Context: an optimization exercise on an open-source flow, tuned for small area, a short achievable clock period and few clock cycles. The choices shown serve that exercise and are no tape-out recipe.
At most, simulation tests tie the RTL to the original design; equivalence was not proved.
Power and IR drop assume default switching activity.

==> exp/lagoon: inputs <==
## icache_dm
module icache_dm #(
    parameter int NUM_LINES = 64
) (
    input  logic        clk,
    input  logic        reset,
    input  logic [31:0] ifetch,
    input  logic [31:0] instraddress,
    input  logic        iready,
    output logic [31:0] instruction,
    output logic        hit,
    output logic        miss,
    output logic [31:0] fetchaddr
);
==> module icache_dm, before the edit <==
module icache_dm #(
    parameter int NUM_LINES = 64
) (
    input  logic        clk,
    input  logic        reset,
    input  logic [31:0] ifetch,
    input  logic [31:0] instraddress,
    input  logic        iready,
    output logic [31:0] instruction,
    output logic        hit,
    output logic        miss,
    output logic [31:0] fetchaddr
);
    localparam int INDEX_W = $clog2(NUM_LINES);
    localparam int TAG_W   = 30 - INDEX_W;
    localparam int PF_AHEAD = 32;    
    localparam int PF_KEEP  = 64;    
    localparam int DW       = 10;    
    logic [NUM_LINES-1:0] valid;
    logic [TAG_W-1:0]     tag_array  [NUM_LINES];
    logic [31:0]          data_array [NUM_LINES];
    logic                 busy;       
    logic [29:0]          out_addr;   
    logic [29:0]          pf_ptr;     
    logic [29:0]          addr;
    logic [INDEX_W-1:0]   cur_index;
    logic [TAG_W-1:0]     cur_tag;
    logic [INDEX_W-1:0]   out_index;
    logic                 present;
    logic                 answer;
    logic                 bypass;
    logic                 lookup_hit;
    logic                 mem_free;
    logic [DW-1:0]        pf_dist;
    logic                 restart;
    logic [29:0]          pf_eff;
    logic                 pf_want;
    logic                 unused_offset;
    assign addr       = instraddress[31:2];
    assign cur_index  = addr[INDEX_W-1:0];
    assign cur_tag    = addr[29:INDEX_W];
    assign out_index  = out_addr[INDEX_W-1:0];
    assign present    = valid[cur_index] && (tag_array[cur_index] == cur_tag);
    assign answer     = busy && iready;
    assign bypass     = answer && (out_addr == addr);
    assign lookup_hit = present || bypass;
    assign mem_free   = !busy || iready;
    assign unused_offset = ^instraddress[1:0];
    assign pf_dist    = pf_ptr[DW-1:0] - addr[DW-1:0];
    assign restart = (pf_dist == '0) || (pf_dist > DW'(PF_KEEP));
    assign pf_eff  = restart ? addr + 30'd1 : pf_ptr;
    assign pf_want = restart || (pf_dist <= DW'(PF_AHEAD));
    assign fetchaddr = {out_addr, 2'b00};
    always_ff @(posedge clk) begin
        instruction <= bypass ? ifetch : data_array[cur_index];
    end
    always_ff @(posedge clk) begin
        if (answer && !reset) begin
            data_array[out_index] <= ifetch;
            tag_array[out_index]  <= out_addr[29:INDEX_W];
        end
    end
    always_ff @(posedge clk) begin
        if (reset) begin
            valid    <= '0;
            busy     <= 1'b0;
            hit      <= 1'b0;
            miss     <= 1'b0;
            out_addr <= '0;
            pf_ptr   <= '0;
        end else begin
            hit <= lookup_hit;
            if (answer) valid[out_index] <= 1'b1;
            if (mem_free) begin
                if (!lookup_hit) begin
                    busy     <= 1'b1;
                    miss     <= 1'b1;
                    out_addr <= addr;
                    pf_ptr   <= addr + 30'd1;
                end else if (pf_want) begin
                    busy     <= 1'b1;
                    miss     <= 1'b1;
                    out_addr <= pf_eff;
                    pf_ptr   <= pf_eff + 30'd1;
                end else begin
                    busy     <= 1'b0;
                    miss     <= 1'b0;
                    pf_ptr   <= pf_eff;
                end
            end
        end
    end
endmodule
Settings: LEC_CHECK=0, CAP_MARGIN=20, CORE_MARGIN=2, CORE_UTILIZATION=40, SLEW_MARGIN=20; clock period 5.0 ns.
run.sh (not shown) runs the stock make flow with config.mk's settings and CLKGATE_MAP_FILE= SYNTH_SCRIPT=/design/flow/synth_recipe.tcl, a recipe that flattens the netlist after the stock synthesis.
==> inputs of exp/delta, as changes to exp/lagoon <==
==> flow/design.v (replaced) <==
module icache_dm #(
    parameter int NUM_LINES = 64
) (
    input  logic        clk,
    input  logic        reset,
    input  logic [31:0] ifetch,
    input  logic [31:0] instraddress,
    input  logic        iready,
    output logic [31:0] instruction,
    output logic        hit,
    output logic        miss,
    output logic [31:0] fetchaddr
);
    localparam int INDEX_W  = $clog2(NUM_LINES);
    localparam int TAG_W    = 30 - INDEX_W;
    localparam int PF_AHEAD = 32;    
    localparam int PF_KEEP  = 64;    
    localparam int DW       = 10;    
    logic [NUM_LINES-1:0] valid;
    logic [TAG_W-1:0]     tag_array  [NUM_LINES];
    logic [31:0]          data_array [NUM_LINES];
    logic                 busy;       
    logic [29:0]          out_addr;   
    logic [29:0]          pf_ptr;     
    logic [29:0]          next_addr;  
    logic [29:0]          addr;
    logic [INDEX_W-1:0]   cur_index;
    logic [TAG_W-1:0]     cur_tag;
    logic [INDEX_W-1:0]   out_index;
    logic                 present;
    logic                 answer;
    logic                 bypass;
    logic                 lookup_hit;
    logic                 mem_free;
    logic                 seq;
    logic                 demand;
    logic [29:0]          pf_eff;
    logic                 pf_want;
    logic                 pf_skip;
    logic                 unused_offset;
    assign addr       = instraddress[31:2];
    assign cur_index  = addr[INDEX_W-1:0];
    assign cur_tag    = addr[29:INDEX_W];
    assign out_index  = out_addr[INDEX_W-1:0];
    assign answer     = busy && iready;
    assign bypass     = answer && (out_addr == addr);
    assign mem_free   = !busy || iready;
    assign unused_offset = ^instraddress[1:0];
    logic [7:0]           dec_lo, dec_hi;
    logic [NUM_LINES-1:0] sel;
    logic [31:0]          rd_data;
    logic [TAG_W-1:0]     rd_tag;
    logic                 rd_valid;
    always_comb begin
        for (int k = 0; k < 8; k++) begin
            dec_lo[k] = (cur_index[2:0] == 3'(k));
            dec_hi[k] = (cur_index[5:3] == 3'(k));
        end
        for (int i = 0; i < NUM_LINES; i++)
            sel[i] = dec_hi[i / 8] & dec_lo[i % 8];
        rd_data  = '0;
        rd_tag   = '0;
        rd_valid = 1'b0;
        for (int i = 0; i < NUM_LINES; i++) begin
            rd_data  = rd_data  | (data_array[i] & {32{sel[i]}});
            rd_tag   = rd_tag   | (tag_array[i]  & {TAG_W{sel[i]}});
            rd_valid = rd_valid | (valid[i] & sel[i]);
        end
    end
    assign present = rd_valid && (rd_tag == cur_tag);
    assign lookup_hit = present || bypass;
    assign seq     = hit && (addr == next_addr);
    assign demand  = !seq && !bypass;
    logic [DW-1:0] dist_s, dist_b;
    logic          restart_s, restart_b, want_s, want_b;
    logic [29:0]   eff_s, eff_b, eff1_s, eff1_b, pf_next;
    assign dist_s    = pf_ptr[DW-1:0] - next_addr[DW-1:0];
    assign dist_b    = pf_ptr[DW-1:0] - out_addr[DW-1:0];
    assign restart_s = dist_s > DW'(PF_KEEP);
    assign restart_b = dist_b > DW'(PF_KEEP);
    assign want_s    = restart_s || (dist_s <= DW'(PF_AHEAD));
    assign want_b    = restart_b || (dist_b <= DW'(PF_AHEAD));
    assign eff_s     = restart_s ? next_addr + 30'd1 : pf_ptr;
    assign eff_b     = restart_b ? out_addr + 30'd1 : pf_ptr;
    assign eff1_s    = restart_s ? next_addr + 30'd2 : pf_ptr + 30'd1;
    assign eff1_b    = restart_b ? out_addr + 30'd2 : pf_ptr + 30'd1;
    assign pf_eff  = seq ? eff_s : eff_b;
    assign pf_want = seq ? want_s : want_b;
    assign pf_next = seq ? (want_s ? eff1_s : eff_s) : (want_b ? eff1_b : eff_b);
    assign pf_skip = seq ? (!restart_s && dist_s == '0 && present)
                         : (!restart_b && dist_b == '0);
    assign fetchaddr = {out_addr, 2'b00};
    always_ff @(posedge clk) begin
        instruction <= bypass ? ifetch : rd_data;
        next_addr   <= addr + 30'd1;
    end
    always_ff @(posedge clk) begin
        if (answer && !reset) begin
            data_array[out_index] <= ifetch;
            tag_array[out_index]  <= out_addr[29:INDEX_W];
        end
    end
    always_ff @(posedge clk) begin
        if (reset) begin
            valid    <= '0;
            busy     <= 1'b0;
            hit      <= 1'b0;
            miss     <= 1'b0;
            out_addr <= '0;
            pf_ptr   <= '0;
        end else begin
            hit <= lookup_hit;
            if (answer) valid[out_index] <= 1'b1;
            if (mem_free) begin
                if (demand) begin
                    busy     <= !lookup_hit;
                    miss     <= !lookup_hit;
                    out_addr <= addr;
                    pf_ptr   <= addr + 30'd1;
                end else begin
                    busy     <= pf_want && !pf_skip;
                    miss     <= pf_want && !pf_skip;
                    out_addr <= pf_eff;
                    pf_ptr   <= pf_next;
                end
            end
        end
    end
endmodule
SETUP_SLACK_MARGIN = 1.5   (was not set)
==> comparison table <==
item	exp/lagoon	exp/delta
Overall via count from detail_route	79654	105016
Pwr dens	390 nW/µm²	378 nW/µm²
Relative contribution of sequential cells to total power	51.0%	51.8%
Initial cell density of the core	40.2%	40.2%
Type of the most critical hold path	reg -> reg	in -> reg
Final core area utilization	47.5%	49.2%
Area of the die	373000 µm²	370000 µm²
Seq. pwr	34.6 mW	34.9 mW
Final cell count without fillers	13032	15718
PostCTS Resize Cnt	0	286
Sum of internal, switching and leakage power	67.9 mW	67.5 mW
Total instance count after detailed placement	12314	14859
Result of the run	finished clean	finished clean
Cell count of the worst reg-to-reg path	20	15
Endpoint of the most critical register-to-register path	pf_ptr[26]$_SDFFE_PP0P_	pf_ptr[18]$_SDFFE_PP0P_
Site row count	222	221
Number of distinct standard cells referenced by the synthesized netlist	94	90
Post-synthesis sequential area ratio	75.2%	76.4%
Switch share	22.0%	22.9%
Static leakage	56.4 nW	59.6 nW
CORE AREA	366000 µm²	363000 µm²
Clock network fraction of design power	42.6%	41.7%
Testbench counts of exp/delta, summed over its fixed seeds: cycles 38,060.
The RTL of exp/lagoon was laid out without a check of its function.

-- port drivers added, routing unchanged --
No port has a modelled driver above. Below, the same layouts with a new extraction and two added sets of constraints. Step 1 sets driving cells, clkbuf_16 on the clock port and buf_2 on the other inputs (assumed; they add their load-dependent delay and slew). Step 2 times the ports against the registers' clock, not the clock port: input delays grow and output delays shrink by t, the midpoint of the rising clock arrivals with the driver on. Slacks: no drivers / after step 1 / after step 2; pairs: no drivers / after step 1.
run	shift t [ns]	slack for setup (ns)	latest minus earliest clock arrival (ns)	slew at the worst register clock pin (ns)	pins driven straight from the clock port
exp/lagoon	1.048	0.435 / 0.440 / -0.608	0.062 / 0.062	0.07 / 0.07	1
exp/delta	1.031	0.888 / 0.955 / -0.077	0.078 / 0.079	0.07 / 0.07	1
Met with ideal ports but missed after step 2: setup timing in exp/lagoon and exp/delta. The setup slack of exp/lagoon, which loses most, moves by +0.005 ns with the drivers and by -1.043 ns with both steps.
